Source: an optimization exercise on an open RTL-to-GDS flow (aim: small area, a short achievable clock period and few clock cycles per item). Production flows keep margins and buffers that such runs may drop. The RTL was checked by simulation tests, not by an equivalence proof against the original design. Power and IR drop assume default switching activity.

==> flow/design.v <==
module regBank (
    input  logic                    clk,
    input  logic                    rst,
    input  logic [15:0]             wrEn,
    input  logic [32-1:0] wrData,
    output logic [15:0]             written,
    input  logic [15:0]             rdSel1,
    input  logic                    rdRst1,
    input  logic [15:0]             rdSel2,
    input  logic                    rdRst2,
    output logic [32-1:0] rdData1,
    output logic [32-1:0] rdData2
);
    logic [15:0][32-1:0] regs;
    always_ff @(posedge clk or posedge rst) begin
        if (rst) begin
            written <= '0;
        end else begin
            written <= written | wrEn;
        end
    end
    always_ff @(posedge clk) begin
        for (int i = 0; i < 16; i++) begin
            if (wrEn[i]) begin
                regs[i] <= wrData;
            end
        end
    end
    function automatic logic [32-1:0] readPort(input logic [15:0] sel, input logic rstVal);
        logic [32-1:0] acc;
        acc = '0;
        for (int i = 0; i < 16; i++) begin
            acc = acc | ({32{sel[i]}} & regs[i]);
        end
        acc = acc | {22'd0, {10{rstVal}}};
        readPort = acc;
    endfunction
    assign rdData1 = readPort(rdSel1, rdRst1);
    assign rdData2 = readPort(rdSel2, rdRst2);
endmodule
module coreTop (
    input  logic                    clk,
    input  logic                    rst,
    input  logic                    instrValid,
    input  logic [31:0]             instr,
    output logic                    instrCredit,
    output logic                    resValid,
    output logic [4:0]              resDest,
    output logic [32-1:0] resData
);
    logic [5:0]  opcode;
    logic [4:0]  rd, rs, rt;
    logic [10:0] funct;
    assign opcode = instr[31:26];
    assign rd     = instr[25:21];
    assign rs     = instr[20:16];
    assign rt     = instr[15:11];
    assign funct  = instr[10:0];
    logic isReg, isAddi, isLui;
    logic dAdd, dSub, dAnd, dOr, dXor, dSlt;
    logic dArith, dKnown;
    assign isReg  = (opcode == 6'h00);
    assign isAddi = (opcode == 6'h08);
    assign isLui  = (opcode == 6'h0f);
    assign dAdd   = isReg && (funct == 11'h020);
    assign dSub   = isReg && (funct == 11'h022);
    assign dAnd   = isReg && (funct == 11'h024);
    assign dOr    = isReg && (funct == 11'h025);
    assign dXor   = isReg && (funct == 11'h026);
    assign dSlt   = isReg && (funct == 11'h02a);
    assign dArith = dAdd || dSub || isAddi || isLui;    
    assign dKnown = dArith || dAnd || dOr || dXor || dSlt;
    logic                    irValid, exValid, wbValid;
    logic [4:0]              irDest, exDest;
    logic                    useS, useT;
    logic                    dFwdS, dFwdT, dWbS, dWbT;
    logic [15:0]             dSelS, dSelT;
    function automatic logic live(input logic [4:0] r);
        live = (r != 5'd0) && (r[4] == 1'b0 || r[3:0] == 4'd0);
    endfunction
    assign useS  = !isLui && live(rs);
    assign useT  = !(isLui || isAddi) && live(rt);
    assign dFwdS = useS && irValid && (irDest == rs);
    assign dFwdT = useT && irValid && (irDest == rt);
    assign dWbS  = useS && exValid && (exDest == rs) && !dFwdS;
    assign dWbT  = useT && exValid && (exDest == rt) && !dFwdT;
    logic sameReg, zeroDiff, dInvA, dInvB;
    assign sameReg  = (rs == rt);
    assign zeroDiff = (dSub || dSlt) && sameReg;
    assign dInvA    = (dSub || dSlt) && !sameReg && dFwdT;
    assign dInvB    = (dSub || dSlt) && !sameReg && !dFwdT;
    logic [15:0] written, wbWe, writtenNext;
    logic        dRdS, dRdT, dRstS, dRstT;
    assign writtenNext = written | wbWe;
    assign dRdS  = useS && !dFwdS && !dWbS;
    assign dRdT  = useT && !dFwdT && !dWbT;
    assign dRstS = dRdS && rs[4] && !writtenNext[0];
    assign dRstT = dRdT && rt[4] && !writtenNext[0];
    always_comb begin
        for (int i = 0; i < 16; i++) begin
            dSelS[i] = dRdS && (rs[3:0] == 4'(i)) && writtenNext[i];
            dSelT[i] = dRdT && (rt[3:0] == 4'(i)) && writtenNext[i];
        end
    end
    logic                    irArith, irInvA, irInvB, irAnd, irOr, irXor, irSlt;
    logic                    irImm, irLui;
    logic                    irFwdS, irFwdT, irWbS, irWbT;
    logic [15:0]             irSelS, irSelT;
    logic                    irRstS, irRstT;
    logic [15:0]             irImmVal;
    always_ff @(posedge clk or posedge rst) begin
        if (rst) begin
            irValid     <= 1'b0;
            instrCredit <= 1'b0;
        end else begin
            irValid     <= instrValid;
            instrCredit <= instrValid;  
        end
    end
    always_ff @(posedge clk) begin
        irDest   <= dKnown ? rd : 5'd0;
        irArith  <= dArith && !zeroDiff;
        irInvA   <= dInvA;
        irInvB   <= dInvB;
        irAnd    <= dAnd;
        irOr     <= dOr;
        irXor    <= dXor;
        irSlt    <= dSlt && !zeroDiff;
        irLui    <= isLui;
        irImm    <= isLui || isAddi;
        irFwdS   <= dFwdS;
        irFwdT   <= dFwdT;
        irWbS    <= dWbS;
        irWbT    <= dWbT;
        irSelS   <= dSelS;
        irSelT   <= dSelT;
        irRstS   <= dRstS;
        irRstT   <= dRstT;
        irImmVal <= instr[15:0];
    end
    logic [32-1:0] aluResult;
    logic [32-1:0] bankS, bankT;
    logic [32-1:0] nextA, nextB, immExt;
    logic [32-1:0] wbData;
    regBank bank_i (
        .clk     (clk),
        .rst     (rst),
        .wrEn    (wbWe),
        .wrData  (wbData),
        .written (written),
        .rdSel1  (irSelS),
        .rdRst1  (irRstS),
        .rdSel2  (irSelT),
        .rdRst2  (irRstT),
        .rdData1 (bankS),
        .rdData2 (bankT)
    );
    assign immExt = irLui ? {irImmVal, 16'h0000} : {{16{irImmVal[15]}}, irImmVal};
    assign nextA = ((bankS | ({32{irWbS}} & wbData)) ^ {32{irInvA}})
                 | ({32{irFwdS}} & aluResult);
    assign nextB = ((bankT | ({32{irWbT}} & wbData)
                           | ({32{irImm}} & immExt)) ^ {32{irInvB}})
                 | ({32{irFwdT}} & aluResult);
    logic                    exArith, exSub, exInvRes, exAnd, exOr, exXor, exSlt;
    logic [32-1:0] opA, opB;
    always_ff @(posedge clk or posedge rst) begin
        if (rst) begin
            exValid <= 1'b0;
        end else begin
            exValid <= irValid;
        end
    end
    always_ff @(posedge clk) begin
        exDest  <= irDest;
        exArith <= irArith;
        exSub   <= irInvB;
        exInvRes <= irInvA;
        exAnd   <= irAnd;
        exOr    <= irOr;
        exXor   <= irXor;
        exSlt   <= irSlt;
        opA     <= nextA;
        opB     <= nextB;
    end
    logic [32-1:0] sum;
    logic                    less;
    logic [32:0] gen, prop;
    always_comb begin
        gen  = {opA & opB, exSub};
        prop = {opA ^ opB, 1'b0};
        for (int d = 1; d <= 32; d = d * 2) begin
            for (int i = 32; i >= d; i--) begin
                gen[i]  = gen[i] | (prop[i] & gen[i - d]);
                prop[i] = prop[i] & prop[i - d];
            end
        end
    end
    assign sum = (opA ^ opB ^ {32{exInvRes}}) ^ gen[32-1:0];
    assign less = (opA[31] == opB[31]) ? (opA[31] ^ exInvRes) : sum[31];
    assign aluResult = ({32{exArith}} & sum)
                     | ({32{exAnd}} & (opA & opB))
                     | ({32{exOr}}  & (opA | opB))
                     | ({32{exXor}} & (opA ^ opB))
                     | 32'(exSlt && less);
    always_ff @(posedge clk or posedge rst) begin
        if (rst) begin
            wbValid <= 1'b0;
            wbWe    <= '0;
        end else begin
            wbValid <= exValid;
            for (int i = 0; i < 16; i++) begin
                wbWe[i] <= exValid && live(exDest) && (exDest[3:0] == 4'(i));
            end
        end
    end
    always_ff @(posedge clk) begin
        resDest <= exDest;
        resData <= (exDest != 5'd0) ? aluResult : '0;
        wbData  <= aluResult;
    end
    assign resValid = wbValid;
endmodule
==> flow/config.mk <==
export PLATFORM = sky130hd
export DESIGN_NAME = coreTop
export DESIGN_NICKNAME = coreTop
export VERILOG_FILES = /design/flow/design.v
export SDC_FILE = /design/flow/constraint.sdc
export NUM_CORES = 4
export LEC_CHECK = 0
export ABC_AREA = 1
export CAP_MARGIN = 20
export CORE_MARGIN = 2
export CORE_UTILIZATION = 40
export CTS_BUF_LIST = sky130_fd_sc_hd__clkbuf_16
export CTS_CLUSTER_DIAMETER = 80
export CTS_CLUSTER_SIZE = 25
export SETUP_SLACK_MARGIN = 2.7
export SLEW_MARGIN = 20
export TNS_END_PERCENT = 50
==> flow/constraint.sdc <==
create_clock -name core_clock -period 5.0 [get_ports {clk}]
set_input_delay 1.0000 -clock core_clock [delete_from_list [all_inputs] [get_ports {clk}]]
set_output_delay 1.0000 -clock core_clock [all_outputs]
set_load 0.01 [all_outputs]
standard.sh (not shown) runs the stock make flow with config.mk's settings and CLKGATE_MAP_FILE= SYNTH_SCRIPT=/design/flow/synth_recipe.tcl, a recipe that flattens the netlist after the stock synthesis.
==> flow/flow/run.sh <==
#!/bin/bash
# Standard layout, with the port buffers made from buf_4 cells instead of
# the buffer_ports default, so the input and output paths are not slowed by
# delay cells.
set -o pipefail
cp standard.sh standard.sh.txt
export BUFFER_PORTS_ARGS="-buffer_cell sky130_fd_sc_hd__buf_4"
bash standard.sh > standard.log 2>&1
The starting point went through all stages and came out clean.
Testbench counts at the start, summed over its fixed seeds: cycles 24,016, items 24,000.
Rerun with:
SETUP_SLACK_MARGIN = 3.0   (was 2.7)
What happened: The new run ran to the end with no violations. Power rises by a few percent. Die area is unchanged. Routed wire length went up slightly. Final area grows by a little under a tenth. Synthesized cell count stays the same. Combinational power increases by well over a third. Register-to-register slack improves by 0.18 ns. Clock-buffer cell count stays the same. Worst hold slack got worse by 0.023 ns.
Rerun with:
CORE_UTILIZATION = 50   (was 40)
SETUP_SLACK_MARGIN = 2.85   (was 3.0)
TNS_END_PERCENT = 100   (was 50)
The changed run went through all stages and came out clean. Register-to-register slack hardly moves. Die area fell by about 20%. Global-route usage rose by 7.7 points. Sequential power barely changes. Cell count fell by 7.0%. Setup slack degrades by 0.0090 ns. Non-clock buffer count fell by 65. Core utilization rose by 9.4 points.
Rerun with:
CORE_UTILIZATION = 40   (was 50)
SETUP_SLACK_MARGIN = 2.7   (was 2.85)
What happened: Routed wire length went down by 1.5%; design area went down by 1.7%; clock skew went up by 0.017 ns; die area went up by 25%; sequential share of layout area went up by 0.77 points; clock-buffer cell count went down by 3; non-clock buffer count went down by 26; global-route usage went down by 7.5 points.

-- port drivers added, routing unchanged --
No port has a modelled driver above. Below, the same layouts with a new extraction and two added sets of constraints. Step 1: set_driving_cell puts a clkbuf_16 on clk and a buf_2 on each other input, an assumption about the parent block. Step 2 moves the port delays by t, midway between the first and last clock arrival at a register: inputs arrive t later, outputs are due t later. That takes back most of the time a late clock gives input paths. Three values: ideal, step 1, step 2; two values: the first two.
| run | t (ns) | setup slack, ns | worst hold slack (ns) | worst slew at a driven data input, ns | pins driven straight from the clock port |
|---|---|---|---|---|---|
| the first run | 0.695 | 2.634 / 2.634 / 2.062 | 0.358 / 0.358 / 0.358 | 0.06 | 1 |
| the second run | 0.702 | 2.816 / 2.750 / 2.220 | 0.335 / 0.335 / 0.335 | 0.05 | 1 |
| the third run | 0.684 | 2.807 / 2.775 / 2.264 | 0.325 / 0.325 / 0.325 | 0.04 | 1 |
| the fourth run | 0.702 | 2.651 / 2.651 / 2.051 | 0.354 / 0.354 / 0.354 | 0.06 | 1 |
After both steps setup and hold are still met in every run listed. The setup slack of the fourth run, which loses most, moves by 0.000 ns with the drivers and by -0.600 ns with both steps.
